What follows belongs to an exercise in optimizing a design on an open flow for a short achievable clock period and few clock cycles per item; a production flow would make more cautious choices.
Only simulation tests tie the RTL to the original design; equivalence was not proved.
The clock port is modelled as an ideal driver, which makes a skipped or thinned clock tree look cheaper than it is; a real chip needs a root buffer or a tree.
Power and IR drop assume default switching activity.

build 85:
## mem_arbiter_nport
module mem_arbiter_nport #(
    parameter int NUM_PORTS  = 4,
    parameter int BLOCK_SIZE = 32,
    parameter int ARB_MODE   = 1
) (
    input  logic                              clk,
    input  logic                              rst,
    input  logic [NUM_PORTS-1:0]              req_valid,
    input  logic [NUM_PORTS-1:0]              req_write,
    input  logic [NUM_PORTS-1:0]              req_single,
    input  logic [NUM_PORTS*32-1:0]           req_addr,
    input  logic [NUM_PORTS*BLOCK_SIZE*8-1:0] req_wdata,
    output logic [NUM_PORTS-1:0]              grant,
    output logic [NUM_PORTS-1:0]              resp_done,
    output logic [BLOCK_SIZE*8-1:0]           resp_rdata,
    output logic [31:0]                       addr,
    output logic                              write,
    output logic [31:0]                       wdata,
    output logic [1:0]                        transfer,
    input  logic [31:0]                       rdata,
  ...
==> flow/config.mk <==
export PLATFORM = sky130hd
export DESIGN_NAME = mem_arbiter_nport
export DESIGN_NICKNAME = mem_arbiter_nport
export VERILOG_FILES = /design/flow/design.v
export SDC_FILE = /design/flow/constraint.sdc
export NUM_CORES = 4
export LEC_CHECK = 0
export ABC_CLOCK_PERIOD_IN_PS = 1500
export CAP_MARGIN = 20
export CORE_AREA = 5 5 315 315
export DIE_AREA = 0 0 320 320
export SETUP_SLACK_MARGIN = 3.3
export SLEW_MARGIN = 20
==> flow/constraint.sdc <==
create_clock -name core_clock -period 5.0 [get_ports {clk}]
set_input_delay 1.0000 -clock core_clock [delete_from_list [all_inputs] [get_ports {clk}]]
set_output_delay 1.0000 -clock core_clock [all_outputs]
set_load 0.01 [all_outputs]
standard.sh (not shown) runs the stock make flow with config.mk's settings and CLKGATE_MAP_FILE= SYNTH_SCRIPT=/design/flow/synth_recipe.tcl, a recipe that flattens the netlist after the stock synthesis.
==> flow/flow/run.sh <==
#!/bin/bash
# Standard ORFS flow with: fast port buffers (buffer_ports uses buf_4, and the resizer may
# change a cell's footprint); I/O pins allowed one routing track apart, with the clock pin
# alone in the middle of the left edge; and a two-level clock tree built by cts_tree.tcl in
# place of TritonCTS (the clock port drives four buffers, each driving the leaf buffers of
# one region of flip-flops); and after CTS, one more setup repair of the paths into the
# registers (post_cts.tcl). ORFS writes each step's log under orfs/logs; make's own output
# goes to make.log.
set -euo pipefail
die=$(grep -o 'DIE_AREA=0 0 [0-9.]* [0-9.]*' standard.sh | awk '{print $4}')
lo=$(awk -v h="$die" 'BEGIN{print int(h/2-10)}'); hi=$(awk -v h="$die" 'BEGIN{print int(h/2+10)}')
sed -e "s|\"\${@:-finish}\"|MATCH_CELL_FOOTPRINT=0 'BUFFER_PORTS_ARGS=-buffer_cell sky130_fd_sc_hd__buf_4' 'PLACE_PINS_ARGS=-min_distance 1 -min_distance_in_tracks -exclude left:$lo-$hi' PRE_IO_PLACEMENT_TCL=$PWD/flow/pins.tcl PRE_CTS_TCL=$PWD/flow/cts_tree.tcl POST_CTS_TCL=$PWD/flow/post_cts.tcl \"\${@:-finish}\"|" standard.sh > flow_standard.sh
bash flow_standard.sh finish > make.log 2>&1
==> flow/flow/post_cts.tcl <==
# Sourced by ORFS's cts.tcl after its own timing repair (POST_CTS_TCL). The paths to the
# output ports cannot be sped up by sizing, and repair_timing stops at the worst path, so the
# paths into the registers were left unrepaired. One more setup repair pass runs with the
# output delay lifted; then the SDC is read again, which puts the output delay back as given.
set_output_delay 0 -clock [all_clocks] [all_outputs]
repair_timing -setup -setup_margin $::env(SETUP_SLACK_MARGIN) -repair_tns 100 -verbose
read_sdc $::env(SDC_FILE)
set_propagated_clock [all_clocks]
detailed_placement
check_placement -verbose
estimate_parasitics -placement
report_worst_slack -max
Other scripts of this flow, unchanged in this note and not shown: flow/flow/cts_tree.tcl, flow/flow/pins.tcl
Build 85 never completed; the flow aborted with a tool error in 4_1_cts.
Testbench counts of build 85, summed over its fixed seeds: cycles 12,747, items 2,048.
Input changes introduced in build 68 (baseline for comparison: build 85):
-- flow/flow/run.sh --
<<< build 85, line 6
# one region of flip-flops); and after CTS, one more setup repair of the paths into the
# registers (post_cts.tcl). ORFS writes each step's log under orfs/logs; make's own output
>>> build 68, line 6
# one region of flip-flops). ORFS writes each step's log under orfs/logs; make's own output
<<< build 85, line 12
sed -e "s|\"\${@:-finish}\"|MATCH_CELL_FOOTPRINT=0 'BUFFER_PORTS_ARGS=-buffer_cell sky130_fd_sc_hd__buf_4' 'PLACE_PINS_ARGS=-min_distance 1 -min_distance_in_tracks -exclude left:$lo-$hi' PRE_IO_PLACEMENT_TCL=$PWD/flow/pins.tcl PRE_CTS_TCL=$PWD/flow/cts_tree.tcl POST_CTS_TCL=$PWD/flow/post_cts.tcl \"\${@:-finish}\"|" standard.sh > flow_standard.sh
>>> build 68, line 11
sed -e "s|\"\${@:-finish}\"|MATCH_CELL_FOOTPRINT=0 'BUFFER_PORTS_ARGS=-buffer_cell sky130_fd_sc_hd__buf_4' 'PLACE_PINS_ARGS=-min_distance 1 -min_distance_in_tracks -exclude left:$lo-$hi' PRE_IO_PLACEMENT_TCL=$PWD/flow/pins.tcl PRE_CTS_TCL=$PWD/flow/cts_tree.tcl \"\${@:-finish}\"|" standard.sh > flow_standard.sh
removed: flow/flow/post_cts.tcl
--- outcome ---
- Build 68 finished all stages; the layout is clean.
- Going from build 85 to build 68, post-synthesis adder-cell area fraction barely changed, placed instance area stayed essentially flat.
- As far as synthesized instance count goes, build 68 and build 85 are indistinguishable; the numbers are identical.
- Reported for build 68 and build 85, placement-stage worst setup slack turned out identical to the last digit.
- From build 68 to build 85, fraction of synthesis flops using an asynchronous set or reset pin did not move at all.
- Reported for build 68 and build 85, floorplan row count turned out identical to the last digit.
- Comparing build 85 against build 68, there is no change at all in simple-gate share of the synthesized area.
- [compare] base=build 85 new=build 68: post-synthesis sequential area ratio shows no meaningful change; count of placed standard cells including taps comparable.
- Overall die width came out exactly the same in build 68 and build 85.
diff inputs: build 68 => build 14
==> flow/flow/run.sh <==
#!/bin/bash
# Standard ORFS flow with: fast port buffers (buffer_ports uses buf_4, and the resizer may
# change a cell's footprint); I/O pins allowed one routing track apart, with the clock pin
# alone in the middle of the left edge; a two-level clock tree built by cts_tree.tcl in
# place of TritonCTS (the clock port drives four buffers, each driving the leaf buffers of
# one region of flip-flops); after CTS, one more setup repair of the paths into the
# registers (post_cts.tcl); and the slow complex gates a222oi_1 and a2111oi_0 added to the
# platform's don't-use cells (synthesis keeps the same registers). ORFS writes each step's
# log under orfs/logs; make's own output goes to make.log.
set -euo pipefail
die=$(grep -o 'DIE_AREA=0 0 [0-9.]* [0-9.]*' standard.sh | awk '{print $4}')
lo=$(awk -v h="$die" 'BEGIN{print int(h/2-10)}'); hi=$(awk -v h="$die" 'BEGIN{print int(h/2+10)}')
dontuse=$(make -s -C "$FLOW_HOME" DESIGN_CONFIG="$PWD/config.mk" WORK_HOME="$PWD/orfs" print-DONT_USE_CELLS 2> dontuse.log | sed -n 's/^DONT_USE_CELLS: //p')
[[ -n "$dontuse" ]] || { echo "could not read DONT_USE_CELLS" >&2; exit 1; }
dontuse="$dontuse sky130_fd_sc_hd__a222oi_1 sky130_fd_sc_hd__a2111oi_0"
sed -e "s|\"\${@:-finish}\"|MATCH_CELL_FOOTPRINT=0 'BUFFER_PORTS_ARGS=-buffer_cell sky130_fd_sc_hd__buf_4' 'PLACE_PINS_ARGS=-min_distance 1 -min_distance_in_tracks -exclude left:$lo-$hi' PRE_IO_PLACEMENT_TCL=$PWD/flow/pins.tcl PRE_CTS_TCL=$PWD/flow/cts_tree.tcl POST_CTS_TCL=$PWD/flow/post_cts.tcl 'DONT_USE_CELLS=$dontuse' \"\${@:-finish}\"|" standard.sh > flow_standard.sh
bash flow_standard.sh finish > make.log 2>&1
==> flow/flow/post_cts.tcl (new file) <==
# Sourced by ORFS's cts.tcl after its own timing repair (POST_CTS_TCL). The paths to the
# output ports cannot be sped up by sizing, and repair_timing stops at the worst path, so the
# paths into the registers were left unrepaired. One more setup repair pass runs with the
# output delay lifted; then the output delay is put back as the SDC gives it.
set f [open $::env(RESULTS_DIR)/3_place.sdc]
set sdc [read $f]
close $f
if {![regexp {set_output_delay\s+([0-9.]+)} $sdc -> outDelay]} { error "no output delay in the SDC" }
set_output_delay 0 -clock [all_clocks] [all_outputs]
repair_timing -setup -setup_margin $::env(SETUP_SLACK_MARGIN) -repair_tns 100 -verbose
set_output_delay $outDelay -clock [all_clocks] [all_outputs]
detailed_placement
check_placement -verbose
estimate_parasitics -placement
report_worst_slack -max
Results
- Looking at the reports, build 14 completed the entire flow and the layout it produced met the timing, DRC and antenna checks.
- Build 14 reports its top cell class by occupied area as sequential cells while build 68 reports non-clock buffers.
- The final reports for build 14 and build 68 show final worst slack higher in the former.
- In build 14, the part of the total power dissipated in the clock network came out 3.4 points above the value in build 68.
- Comparing minimum clock period after layout for build 68 and build 14, the bigger number came from build 68.
- Summary of build 14 over build 68: core utilization of the finished layout held steady, final instance area saw little to no change.
- Between build 68 and build 14, the difference in sequential share of layout area is negligible.
- STATUS reported leakage power: build 14 wins against build 68
- Per the comparison of build 14 with build 68, cell count after synthesis has increased; filler-free cell count of the finished design closely matched the old numbers.
In build 68 and build 14 the design's own scripts or RTL, not TritonCTS, make the clock network.

==> what the ideal ports hide <==
No port has a modelled driver above. Below, the same layouts with a new extraction and two added sets of constraints. Step 1 sets driving cells, clkbuf_16 on the clock port and buf_2 on the other inputs (assumed; they add their load-dependent delay and slew). Step 2 adds t to the input delays and takes it off the output delays; t is the mean of the earliest and latest rising clock arrival at the registers after step 1. Input paths then give back, and output paths get back, about the clock's delay inside the block. Three values: ideal ports, drivers, drivers and shift; two values: the first two.
run	shift t [ns]	setup slack, ns	latest minus earliest clock arrival (ns)
build 68	0.529	2.979 / 2.885 / 2.505	0.072 / 0.073
build 14	0.524	2.997 / 2.862 / 2.694	0.060 / 0.060
After both steps every run listed still meets setup and hold. For build 68, which loses most, drivers alone change the setup slack by -0.094 ns; drivers and shift together by -0.474 ns.
